Background: an optimization exercise with open tools, aiming at small area, a short achievable clock period and few clock cycles per item. Do not read the settings as production practice.

==> module rhp_ge, before the edit <==
module rhp_ge (
  input  logic [15:0] a,
  input  logic [15:0] b,
  output logic        ge
);
  logic [15:0] g0, p0;
  logic [7:0]  g1, p1;
  logic [3:0]  g2, p2;
  logic [1:0]  g3, p3;
  always_comb begin
    g0 = a & ~b;
    p0 = ~(a ^ b);
    g0[0] = g0[0] | p0[0];
    for (int i = 0; i < 8; i++) begin
      g1[i] = g0[2*i+1] | (p0[2*i+1] & g0[2*i]);
      p1[i] = p0[2*i+1] & p0[2*i];
    end
    for (int i = 0; i < 4; i++) begin
      g2[i] = g1[2*i+1] | (p1[2*i+1] & g1[2*i]);
      p2[i] = p1[2*i+1] & p1[2*i];
    end
    for (int i = 0; i < 2; i++) begin
      g3[i] = g2[2*i+1] | (p2[2*i+1] & g2[2*i]);
      p3[i] = p2[2*i+1] & p2[2*i];
    end
    ge = g3[1] | (p3[1] & g3[0]);
  end
endmodule
==> module rgb_to_hsv_pixel_top, before the edit <==
module rgb_to_hsv_pixel_top (
  input  logic        clk,
  input  logic        rst,
  input  logic        pix_valid,
  output logic        pix_ready,
  input  logic [15:0] pix_red,
  input  logic [15:0] pix_green,
  input  logic [15:0] pix_blue,
  output logic        hsv_valid,
  input  logic        hsv_ready,
  output logic [18:0] hsv_hue,
  output logic [16:0] hsv_saturation,
  output logic [15:0] hsv_brightness
);
  localparam int unsigned N = rhp_pkg::Steps;
  logic        en;
  logic        k_v, o_v, rdy;
  logic        v0;
  logic [15:0] r0, g0, b0;
  logic        ge_rg0, ge_gb0, ge_rb0;
  logic        ge_rg, ge_gb, ge_rb;
  rhp_ge u_ge_rg (.a(pix_red),   .b(pix_green), .ge(ge_rg));
  rhp_ge u_ge_gb (.a(pix_green), .b(pix_blue),  .ge(ge_gb));
  rhp_ge u_ge_rb (.a(pix_red),   .b(pix_blue),  .ge(ge_rb));
  always_ff @(posedge clk) begin
    if (rst) v0 <= 1'b0;
    else if (en) v0 <= pix_valid;
  end
  always_ff @(posedge clk) begin
    if (en) begin
      r0 <= pix_red;
      g0 <= pix_green;
      b0 <= pix_blue;
      ge_rg0 <= ge_rg;
      ge_gb0 <= ge_gb;
      ge_rb0 <= ge_rb;
    end
  end
  logic [15:0] f_vmax, f_gap, f_mag;
  logic [1:0]  f_sect;
  logic        f_neg;
  rhp_front u_front (
    .r(r0), .g(g0), .b(b0), .ge_rg(ge_rg0), .ge_gb(ge_gb0), .ge_rb(ge_rb0),
    .vmax(f_vmax), .gap(f_gap), .mag(f_mag), .sect(f_sect), .neg(f_neg)
  );
  logic        v1;
  logic [15:0] hrem1, srem1, gap1, vmax1;
  logic [1:0]  sect1;
  logic        neg1;
  always_ff @(posedge clk) begin
    if (rst) v1 <= 1'b0;
    else if (en) v1 <= v0;
  end
  always_ff @(posedge clk) begin
    hrem1 <= (f_mag & {16{en}}) | (hrem1 & {16{!en}});
    srem1 <= (f_gap & {16{en}}) | (srem1 & {16{!en}});
    gap1  <= (f_gap & {16{en}}) | (gap1 & {16{!en}});
  end
  always_ff @(posedge clk) begin
    if (en) begin
      vmax1 <= f_vmax;
      sect1 <= f_sect;
      neg1  <= f_neg;
    end
  end
  logic [N:0]       c_v;
  logic [15:0]      c_hrem [0:N];
  logic [15:0]      c_srem [0:N];
  logic [15:0]      c_gap  [0:N];
  logic [15:0]      c_vmax [0:N];
  logic [1:0]       c_sect [0:N];
  logic [N:0]       c_neg;
  function automatic integer QO(input integer i);
    QO = (i == 0) ? 0 : i * (i - 1) + 1;
  endfunction
  logic [N*(N+1):0] c_hq;
  logic [N*(N+1):0] c_sq;
  assign c_v[0]    = v1;
  assign c_hrem[0] = hrem1;
  assign c_srem[0] = srem1;
  assign c_gap[0]  = gap1;
  assign c_vmax[0] = vmax1;
  assign c_sect[0] = sect1;
  assign c_neg[0]  = neg1;
  assign c_hq[0] = 1'b0;
  assign c_sq[0] = 1'b0;
  for (genvar i = 0; i < N; i++) begin : g_cell
    rhp_cell #(.QW(2*i)) u_cell (
      .clk(clk), .rst(rst), .en(en),
      .in_v(c_v[i]), .in_hrem(c_hrem[i]), .in_srem(c_srem[i]), .in_gap(c_gap[i]),
      .in_vmax(c_vmax[i]), .in_sect(c_sect[i]), .in_neg(c_neg[i]),
      .in_hq(c_hq[QO(i) +: ((i == 0) ? 1 : 2*i)]), .in_sq(c_sq[QO(i) +: ((i == 0) ? 1 : 2*i)]),
      .out_v(c_v[i+1]), .out_hrem(c_hrem[i+1]), .out_srem(c_srem[i+1]),
      .out_gap(c_gap[i+1]), .out_vmax(c_vmax[i+1]), .out_sect(c_sect[i+1]),
      .out_neg(c_neg[i+1]),
      .out_hq(c_hq[QO(i+1) +: 2*i+2]), .out_sq(c_sq[QO(i+1) +: 2*i+2])
    );
  end
  logic [18:0] b_hue;
  logic [16:0] b_sat;
  rhp_back u_back (
    .hrem(c_hrem[N]), .srem(c_srem[N]), .gap(c_gap[N]), .vmax(c_vmax[N]),
    .sect(c_sect[N]), .neg(c_neg[N]), .hq(c_hq[QO(N) +: 2*N]), .sq(c_sq[QO(N) +: 2*N]),
    .hue(b_hue), .sat(b_sat)
  );
  logic [18:0] k_hue;
  logic [16:0] k_sat;
  logic [15:0] k_bright;
  logic        push, pop;
  assign en   = !k_v;
  assign push = en && c_v[N];
  assign pop  = o_v && hsv_ready;
  always_ff @(posedge clk) begin
    if (rst) begin
      o_v <= 1'b0;
      k_v <= 1'b0;
      rdy <= 1'b1;
    end else begin
      if (k_v) begin
        o_v <= 1'b1;
        k_v <= !pop;
        rdy <= pop;
      end else begin
        o_v <= push || (o_v && !pop);
        k_v <= push && o_v && !pop;
        rdy <= !(push && o_v && !pop);
      end
    end
  end
  logic        take_k, take_p, keep_o;
  logic [51:0] o_word, o_next;
  assign take_k = k_v && pop;
  assign take_p = !k_v && push && (!o_v || pop);
  assign keep_o = !take_k && !take_p;
  assign o_word = {hsv_hue, hsv_saturation, hsv_brightness};
  assign o_next = ({k_hue, k_sat, k_bright} & {52{take_k}})
                | ({b_hue, b_sat, c_vmax[N]} & {52{take_p}})
                | (o_word & {52{keep_o}});
  always_ff @(posedge clk) begin
    {hsv_hue, hsv_saturation, hsv_brightness} <= o_next;
  end
  always_ff @(posedge clk) begin
    if (!k_v && push && o_v && !pop) begin
      k_hue    <= b_hue;
      k_sat    <= b_sat;
      k_bright <= c_vmax[N];
    end
  end
  assign hsv_valid = o_v;
  assign pix_ready = rdy;
endmodule
Settings: LEC_CHECK=0, CAP_MARGIN=20, CORE_MARGIN=2, CORE_UTILIZATION=60, CTS_CLUSTER_DIAMETER=70, CTS_CLUSTER_SIZE=25, SLEW_MARGIN=20; clock period 12.0 ns.
standard.sh (not shown) runs the stock make flow with config.mk's settings and CLKGATE_MAP_FILE= SYNTH_SCRIPT=/design/flow/synth_recipe.tcl, a recipe that flattens the netlist after the stock synthesis.
==> flow/flow/run.sh <==
#!/bin/bash
# Standard synthesis and layout; the layout's timing repair aims for extra setup slack.
set -euo pipefail
bash standard.sh synth > synth.log 2>&1
bash standard.sh SETUP_SLACK_MARGIN=8.4 finish > layout.log 2>&1
Change:
--- a/flow/design.v
+++ b/flow/design.v
@@ -34,36 +34,8 @@
     sect = red ? 2'd0 : (green ? 2'd1 : 2'd2);
     neg  = red ? !ge_gb : (green ? ge_rb : !ge_rg);
   end
 endmodule
-module rhp_ge (
-  input  logic [15:0] a,
-  input  logic [15:0] b,
-  output logic        ge
-);
-  logic [15:0] g0, p0;
-  logic [7:0]  g1, p1;
-  logic [3:0]  g2, p2;
-  logic [1:0]  g3, p3;
-  always_comb begin
-    g0 = a & ~b;
-    p0 = ~(a ^ b);
-    g0[0] = g0[0] | p0[0];
-    for (int i = 0; i < 8; i++) begin
-      g1[i] = g0[2*i+1] | (p0[2*i+1] & g0[2*i]);
-      p1[i] = p0[2*i+1] & p0[2*i];
-    end
-    for (int i = 0; i < 4; i++) begin
-      g2[i] = g1[2*i+1] | (p1[2*i+1] & g1[2*i]);
-      p2[i] = p1[2*i+1] & p1[2*i];
-    end
-    for (int i = 0; i < 2; i++) begin
-      g3[i] = g2[2*i+1] | (p2[2*i+1] & g2[2*i]);
-      p3[i] = p2[2*i+1] & p2[2*i];
-    end
-    ge = g3[1] | (p3[1] & g3[0]);
-  end
-endmodule
 module rhp_cell #(
   parameter int unsigned QW = 0,   
   parameter int unsigned QI = (QW == 0) ? 1 : QW   
 ) (
@@ -210,12 +182,8 @@
   logic        k_v, o_v, rdy;
   logic        v0;
   logic [15:0] r0, g0, b0;
   logic        ge_rg0, ge_gb0, ge_rb0;
-  logic        ge_rg, ge_gb, ge_rb;
-  rhp_ge u_ge_rg (.a(pix_red),   .b(pix_green), .ge(ge_rg));
-  rhp_ge u_ge_gb (.a(pix_green), .b(pix_blue),  .ge(ge_gb));
-  rhp_ge u_ge_rb (.a(pix_red),   .b(pix_blue),  .ge(ge_rb));
   always_ff @(posedge clk) begin
     if (rst) v0 <= 1'b0;
     else if (en) v0 <= pix_valid;
   end
@@ -223,11 +191,11 @@
     if (en) begin
       r0 <= pix_red;
       g0 <= pix_green;
       b0 <= pix_blue;
-      ge_rg0 <= ge_rg;
-      ge_gb0 <= ge_gb;
-      ge_rb0 <= ge_rb;
+      ge_rg0 <= pix_red >= pix_green;
+      ge_gb0 <= pix_green >= pix_blue;
+      ge_rb0 <= pix_red >= pix_blue;
     end
   end
   logic [15:0] f_vmax, f_gap, f_mag;
   logic [1:0]  f_sect;
@@ -244,14 +212,12 @@
     if (rst) v1 <= 1'b0;
     else if (en) v1 <= v0;
   end
   always_ff @(posedge clk) begin
-    hrem1 <= (f_mag & {16{en}}) | (hrem1 & {16{!en}});
-    srem1 <= (f_gap & {16{en}}) | (srem1 & {16{!en}});
-    gap1  <= (f_gap & {16{en}}) | (gap1 & {16{!en}});
-  end
-  always_ff @(posedge clk) begin
     if (en) begin
+      hrem1 <= f_mag;
+      srem1 <= f_gap;
+      gap1  <= f_gap;
       vmax1 <= f_vmax;
       sect1 <= f_sect;
       neg1  <= f_neg;
     end
Outcome:
- cell area grows by 0.66%
- wire length is higher by 0.73%
- first-iteration DRC count increases by 23%
- setup slack gets worse by 0.098 ns
- clock-buffer cell count goes up by 7
- global-route usage decreases by 0.11 points
- synthesized cell count barely changes
- flip-flop and latch count stays the same
No run of this note included a check of the RTL's function; only the layout flow was run.

[re-timing with driven ports]
The results above use ideal ports. As a check the final layouts listed here were re-extracted and re-timed, cells and wires unchanged. Step 1 (the two cells are an assumption about what drives the block):
set clk [get_ports {clk}]
set_driving_cell -lib_cell sky130_fd_sc_hd__clkbuf_16 $clk
set_driving_cell -lib_cell sky130_fd_sc_hd__buf_2 [delete_from_list [all_inputs] $clk]
Step 2 moves the port delays by t, midway between the first and last clock arrival at a register: inputs arrive t later, outputs are due t later. That takes back most of the time a late clock gives input paths. Slacks: no drivers / after step 1 / after step 2; pairs: no drivers / after step 1.
run	shift t [ns]	slack for setup (ns)	hold WS [ns]	worst register clock-pin slew, ns	pins driven straight from the clock port
the first run	0.757	8.433 / 8.367 / 7.724	0.410 / 0.410 / 0.410	0.10 / 0.10	1
the second run	0.750	8.334 / 8.334 / 7.682	0.394 / 0.394 / 0.394	0.09 / 0.09	1
After both steps setup and hold are still met in every run listed. The setup slack of the first run, which loses most, moves by -0.066 ns with the drivers and by -0.709 ns with both steps.
